This design comes from an exercise in tuning for small area on the open sky130 flow, not from production work. RTL that was checked went through simulation tests only; none was proved equivalent to the original.

==> inputs of run a <==
// heater_standby_mode_controller_top
module heater_standby_mode_controller_top (
    input  wire logic                         clk,
    input  wire logic                         rst_n,
    input  wire logic                         cfg_we,
    input  wire logic [hsmc_pkg::ADDR_W-1:0]  cfg_addr,
    input  wire logic [hsmc_pkg::CFG_W-1:0]   cfg_wdata,
    input  wire logic                         pass_valid,
    output      logic                         pass_ready,
    input  wire logic [hsmc_pkg::TIME_W-1:0]  pass_now_ms,
    input  wire logic                         pass_set_level,
    input  wire logic                         pass_set_pressed,
    input  wire logic                         pass_minus_pressed,
    input  wire logic                         pass_plus_pressed,
    input  wire logic                         pass_motion_event,
    input  wire logic [hsmc_pkg::TIME_W-1:0]  pass_motion_time_ms,
    output      logic                         result_valid,
    input  wire logic                         result_ready,
    output      logic                         result_heat_on,
    output      logic                         result_standby,
    output      logic                         result_drive_mode,
    output      logic [hsmc_pkg::DEG_W-1:0]   result_target_temp,
    output      logic [hsmc_pkg::DEG_W-1:0]   result_selected_temp,
    output      logic [hsmc_pkg::COUNT_W-1:0] result_countdown_s
);
clock: 12.0 ns
lec_check: 0
abc_area: 1
cap_margin: 20
core_margin: 2
core_utilization: 65
cts_buf_list: sky130_fd_sc_hd__clkbuf_16
cts_cluster_diameter: 100
cts_cluster_size: 28
slew_margin: 20
standard.sh (not shown) runs the stock make flow with config.mk's settings and CLKGATE_MAP_FILE= SYNTH_SCRIPT=/design/flow/synth_recipe.tcl, a recipe that flattens the netlist after the stock synthesis.
==> flow/flow/run.sh <==
#!/bin/bash
# The standard layout, with the port buffers made of the smallest buffer cell.
set -euo pipefail
export BUFFER_PORTS_ARGS="-buffer_cell sky130_fd_sc_hd__buf_1"
bash standard.sh > standard_flow.log 2>&1
==> inputs of run b, as changes to run a <==
- CORE_UTILIZATION: 65 -> 55
- CTS_BUF_LIST: sky130_fd_sc_hd__clkbuf_16 -> not set
- CTS_CLUSTER_DIAMETER: 100 -> not set
- CTS_CLUSTER_SIZE: 28 -> not set
==> inputs of run c, as changes to run a <==
--- a/flow/design.v
+++ b/flow/design.v
@@ -63,16 +63,17 @@
     input  wire logic                        set_pressed,
     input  wire logic                        minus_pressed,
     input  wire logic                        plus_pressed,
     input  wire logic                        motion_event,
     input  wire logic [hsmc_pkg::TIME_W-1:0] motion_time_ms,
     output logic                             has_result,
     output logic                             heat,
     output logic                             standby,
+    output logic                             regulating,
     output logic [hsmc_pkg::DEG_W-1:0]       commanded,
     output logic [hsmc_pkg::DEG_W-1:0]       selected,
     output logic [hsmc_pkg::TIME_W-4:0]      remain
 );
     localparam int TW = hsmc_pkg::TIME_W;
     localparam int DW = hsmc_pkg::DEG_W;
     logic [TW-1:0] last_update, idle, press_start, motion_at;
     logic          long_press, motion_active;
@@ -80,16 +81,17 @@
     logic          not_before;
     logic          gated;
     logic [TW-1:0] idle_sum;
     logic          idle_ovf;
     logic [TW-1:0] d_standby_s, d_off_s;
     logic          d_standby_c, d_off_c;
     logic          standby_ahead, off_ahead;
     logic          idle_inc;
+    logic [TW-1:0] inc_ms;
     logic [TW+1:0] r_standby, r_off;
     logic          r_standby_c, r_off_c;
     logic          pos_standby, pos_off, short_standby, short_off;
     logic          act_pos_standby, act_pos_off, act_short_standby, act_short_off;
     logic          br_standby, br_off;
     logic [TW-1:0] press_ms, motion_ms;
     logic          press_long, motion_long;
     logic          press_held;
@@ -114,24 +116,23 @@
                                .s(idle_sum), .co(idle_ovf));
     hsmc_add #(TW) u_d_standby (.a(cfg.standby_time_ms), .b(~idle), .ci(1'b1),
                                 .s(d_standby_s), .co(d_standby_c));
     hsmc_add #(TW) u_d_off (.a(cfg.off_time_ms), .b(~idle), .ci(1'b1),
                             .s(d_off_s), .co(d_off_c));
     assign standby_ahead = d_standby_c && (d_standby_s != '0);
     assign off_ahead     = d_off_c && (d_off_s != '0);
     assign idle_inc      = (heat && standby_ahead) || (standby && off_ahead);
-    hsmc_add #(TW+2) u_r_standby (.a({{2{!d_standby_c}}, d_standby_s}), .b(~{2'b00, elapsed}),
+    assign inc_ms        = idle_inc ? elapsed : '0;
+    hsmc_add #(TW+2) u_r_standby (.a({{2{!d_standby_c}}, d_standby_s}), .b(~{2'b00, inc_ms}),
                                   .ci(1'b1), .s(r_standby), .co(r_standby_c));
-    hsmc_add #(TW+2) u_r_off (.a({{2{!d_off_c}}, d_off_s}), .b(~{2'b00, elapsed}),
+    hsmc_add #(TW+2) u_r_off (.a({{2{!d_off_c}}, d_off_s}), .b(~{2'b00, inc_ms}),
                               .ci(1'b1), .s(r_off), .co(r_off_c));
-    assign pos_standby   = idle_inc && !r_standby[TW+1] &&
-                           !(d_standby_c && (d_standby_s == elapsed));
-    assign pos_off       = idle_inc && !r_off[TW+1] &&
-                           !(d_off_c && (d_off_s == elapsed));
+    assign pos_standby   = !r_standby[TW+1] && (r_standby != '0);
+    assign pos_off       = !r_off[TW+1] && (r_off != '0);
     assign short_standby = (r_standby[TW+1:10] == '0) && (r_standby[9:0] < 10'd1000);
     assign short_off     = (r_off[TW+1:10] == '0) && (r_off[9:0] < 10'd1000);
     assign act_pos_standby   = (cfg.standby_time_ms != '0);
     assign act_pos_off       = (cfg.off_time_ms != '0);
     assign act_short_standby = (cfg.standby_time_ms[TW-1:10] == '0) &&
                                (cfg.standby_time_ms[9:0] < 10'd1000);
     assign act_short_off     = (cfg.off_time_ms[TW-1:10] == '0) &&
                                (cfg.off_time_ms[9:0] < 10'd1000);
@@ -172,16 +173,17 @@
         drop_off     = br_off && (active ? act_short_off : short_off);
         heat_next       = heat_act && !drop_standby && !drop_off;
         standby_next    = drop_standby || (standby_act && !drop_off);
         commanded_next  = drop_standby ? cfg.standby_temp : active ? sel_next : commanded;
         idle_store      = (active || drop_standby || drop_off) ? '0 :
                           !idle_inc ? idle : idle_ovf ? '1 : idle_sum;
     end
     assign has_result = !gated;
+    assign regulating = heat || standby;
     always_ff @(posedge clk or negedge rst_n)
     begin
         if (!rst_n)
         begin
             motion_active <= 1'b0;
             motion_at     <= '0;
         end
         else if (step)
@@ -277,23 +279,16 @@
     output      logic                         result_standby,
     output      logic                         result_drive_mode,
     output      logic [hsmc_pkg::DEG_W-1:0]   result_target_temp,
     output      logic [hsmc_pkg::DEG_W-1:0]   result_selected_temp,
     output      logic [hsmc_pkg::COUNT_W-1:0] result_countdown_s
 );
     hsmc_pkg::cfg_t cfg_reg;
     logic            valid_reg;
-    logic            out_free;
-    logic            out_valid_reg;
-    logic            heat, standby;
-    logic [hsmc_pkg::DEG_W-1:0]   commanded, selected;
-    logic            out_heat_reg, out_standby_reg;
-    logic [hsmc_pkg::DEG_W-1:0]   out_commanded_reg, out_selected_reg;
-    logic [hsmc_pkg::COUNT_W-1:0] out_count_reg;
     logic            step;
     logic            has_result;
     logic [hsmc_pkg::TIME_W-4:0] remain;
     always_ff @(posedge clk or negedge rst_n)
     begin
         if (!rst_n)
         begin
             cfg_reg.standby_time_ms <= hsmc_pkg::RST_STANDBY_TIME;
@@ -314,65 +309,41 @@
                 3'd3: cfg_reg.min_temp        <= cfg_wdata[hsmc_pkg::DEG_W-1:0];
                 3'd4: cfg_reg.max_temp        <= cfg_wdata[hsmc_pkg::DEG_W-1:0];
                 3'd5: cfg_reg.temp_step       <= cfg_wdata[hsmc_pkg::STEP_W-1:0];
                 3'd6: cfg_reg.long_press_ms   <= cfg_wdata[hsmc_pkg::HOLD_W-1:0];
                 default: cfg_reg.motion_hold_ms <= cfg_wdata[hsmc_pkg::HOLD_W-1:0];
             endcase
         end
     end
-    assign out_free   = !out_valid_reg || result_ready;
-    assign pass_ready = !valid_reg || out_free;
+    assign pass_ready = !valid_reg || result_ready;
     assign step       = pass_valid && pass_ready;
     hsmc_core u_core (
         .clk            (clk),
         .rst_n          (rst_n),
         .cfg            (cfg_reg),
         .step           (step),
         .now_ms         (pass_now_ms),
         .set_level      (pass_set_level),
         .set_pressed    (pass_set_pressed),
         .minus_pressed  (pass_minus_pressed),
         .plus_pressed   (pass_plus_pressed),
         .motion_event   (pass_motion_event),
         .motion_time_ms (pass_motion_time_ms),
         .has_result     (has_result),
-        .heat           (heat),
-        .standby        (standby),
-        .commanded      (commanded),
-        .selected       (selected),
+        .heat           (result_heat_on),
+        .standby        (result_standby),
+        .regulating     (result_drive_mode),
+        .commanded      (result_target_temp),
+        .selected       (result_selected_temp),
         .remain         (remain)
     );
     always_ff @(posedge clk or negedge rst_n)
     begin
         if (!rst_n)
-        begin
-            valid_reg     <= 1'b0;
-            out_valid_reg <= 1'b0;
-        end
-        else
-        begin
-            if (pass_ready)
-                valid_reg <= step && has_result;
-            if (out_free)
-                out_valid_reg <= valid_reg;
-        end
-    end
-    always_ff @(posedge clk)
-    begin
-        if (out_free && valid_reg)
-        begin
-            out_heat_reg      <= heat;
-            out_standby_reg   <= standby;
-            out_commanded_reg <= commanded;
-            out_selected_reg  <= selected;
-            out_count_reg     <= hsmc_pkg::ms_to_s(remain);
-        end
+            valid_reg <= 1'b0;
+        else if (pass_ready)
+            valid_reg <= step && has_result;
     end
-    assign result_valid         = out_valid_reg;
-    assign result_heat_on       = out_heat_reg;
-    assign result_standby       = out_standby_reg;
-    assign result_drive_mode    = out_heat_reg || out_standby_reg;
-    assign result_target_temp   = out_commanded_reg;
-    assign result_selected_temp = out_selected_reg;
-    assign result_countdown_s   = out_count_reg;
+    assign result_valid       = valid_reg;
+    assign result_countdown_s = hsmc_pkg::ms_to_s(remain);
 endmodule
 `default_nettype wire
==> flow/run.sh (new file) <==
#!/bin/bash
# synth_recipe.tcl (not shown) runs the flow's synth.tcl, then flattens the netlist and writes it again
# the make line also repeats each setting of config.mk as NAME=value (left out here)
make -C /OpenROAD-flow-scripts/flow DESIGN_CONFIG=/design/flow/config.mk WORK_HOME=/design/flow/orfs CLKGATE_MAP_FILE= SYNTH_SCRIPT=/design/flow/synth_recipe.tcl finish
- CTS_BUF_LIST: sky130_fd_sc_hd__clkbuf_16 -> not set
- CTS_CLUSTER_DIAMETER: 100 -> not set
- CTS_CLUSTER_SIZE: 28 -> not set
removed: flow/flow/run.sh
removed: flow/standard.sh
==> inputs of run d, as changes to run a <==
--- a/flow/design.v
+++ b/flow/design.v
@@ -32,19 +32,19 @@
         logic [2:0]        r, n;
         logic              b, qb;
         logic [TIME_W-4:0] q;
         r = '0;
         for (int i = TIME_W - 4; i >= 0; i = i - 1)
         begin
             b    = v[i];
             qb   = r[2] | (r[1] & (r[0] | b));
-            n[0] = b ^ qb;
-            n[1] = qb ? (r[2] ? !b : (r[0] & b)) : r[0];
-            n[2] = qb ? (r[2] & b) : r[1];
+            n[0] = r[2] | (b ^ r[1]);
+            n[1] = r[0] & ((!b & !r[1]) | (b & !r[2]));
+            n[2] = (!b & !r[0] & r[1]) | (b & r[2]);
             q[i] = qb;
             r    = n;
         end
         div5 = q;
     endfunction
     function automatic logic [COUNT_W-1:0] ms_to_s(input logic [TIME_W-4:0] x);
         logic [TIME_W-4:0] q;
         q       = div5(div5(div5(x)));
==> flow/run.sh (new file) <==
#!/bin/bash
# synth_recipe.tcl (not shown) runs the flow's synth.tcl, then flattens the netlist and writes it again
# the make line also repeats each setting of config.mk as NAME=value (left out here)
make -C /OpenROAD-flow-scripts/flow DESIGN_CONFIG=/design/flow/config.mk WORK_HOME=/design/flow/orfs CLKGATE_MAP_FILE= SYNTH_SCRIPT=/design/flow/synth_recipe.tcl finish
- CORE_UTILIZATION: 65 -> 55
- CTS_BUF_LIST: sky130_fd_sc_hd__clkbuf_16 -> not set
- CTS_CLUSTER_DIAMETER: 100 -> not set
- CTS_CLUSTER_SIZE: 28 -> not set
removed: flow/flow/run.sh
removed: flow/standard.sh
==> results by group <==
Run status
  – Status: finished clean

Finish
  – Filler cell count: 4997
  – Non-clock buffering overhead: 0.0525
  – # diodes: 1

Timing
  – Worst Slack Setup Final: 1.01 ns

Yosys
  – Synthesized area per cell: 7.91 µm²

Min path
  – Hold EP: out_commanded_reg[5]
-- figures above: run d

==> results by group <==
Run status
  – Status: finished clean

Yosys
  – Synthesized area per cell: 7.97 µm²

Finish
  – Filler cell count: 3621
  – # diodes: 0

Min path
  – Hold EP: out_commanded_reg[8]

Timing
  – Worst Slack Setup Final: 0.942 ns
-- figures above: run a

==> results by group <==
Run status
  – Status: complete, but fails checks
  – Fail Reasons: negative setup slack

Floorplan
  – # Taps: 592
  – FP Rows: 77

Finish
  – Non-clock buffering overhead: 0.103
  – Filler cell count: 2522

Timing
  – Setup violators final: 9
  – Worst Slack Setup Final: -2.46 ns

Clock tree
  – Skew-Pair Late Insertion Delay: 0.57 ns

Min path
  – Hold EP: cfg_reg[56]

Worst setup path
  – Critical path buffers and inverters: 12

Yosys
  – Synthesized area per cell: 7.82 µm²
-- figures above: run c

==> results by group <==
Run status
  – Status: finished clean

Yosys
  – Synthesized area per cell: 7.97 µm²

Finish
  – Non-clock buffering overhead: 0.0251
  – Filler cell count: 4887

Floorplan
  – IO Pins: 155

Min path
  – Hold EP: out_commanded_reg[6]

Route
  – WL met1: 41000 µm
-- figures above: run b

Function not checked in run d: the RTL went through the layout flow alone.

[port drivers added, routing unchanged]
How much do the figures lean on ideal ports? The routed layouts below were timed once more, with nothing changed but the port constraints. Step 1 sets driving cells, clkbuf_16 on the clock port and buf_2 on the other inputs (assumed; they add their load-dependent delay and slew). Step 2 moves the port delays by t, midway between the first and last clock arrival at a register: inputs arrive t later, outputs are due t later. That takes back most of the time a late clock gives input paths. a / b / c = no drivers / after step 1 / after step 2; a / b = the first two.
run | shift t [ns] | setup WS [ns] | worst hold slack (ns) | worst setup path after step 2 | worst data-port slew with drivers (ns)
run a | 0.627 | 0.942 / 0.971 / 0.344 | 0.458 / 0.458 / 0.458 | input to register | 0.06
run b | 0.639 | 1.055 / 1.084 / 0.445 | 0.454 / 0.454 / 0.454 | input to register | 0.08
run c | 0.619 | -2.464 / -2.525 / -1.906 | 0.489 / 0.489 / 0.489 | register to output | 0.08
run d | 0.641 | 1.012 / 1.048 / 0.407 | 0.457 / 0.457 / 0.457 | input to register | 0.05
The setup slack of run b, which loses most, moves by +0.029 ns with the drivers and by -0.610 ns with both steps.
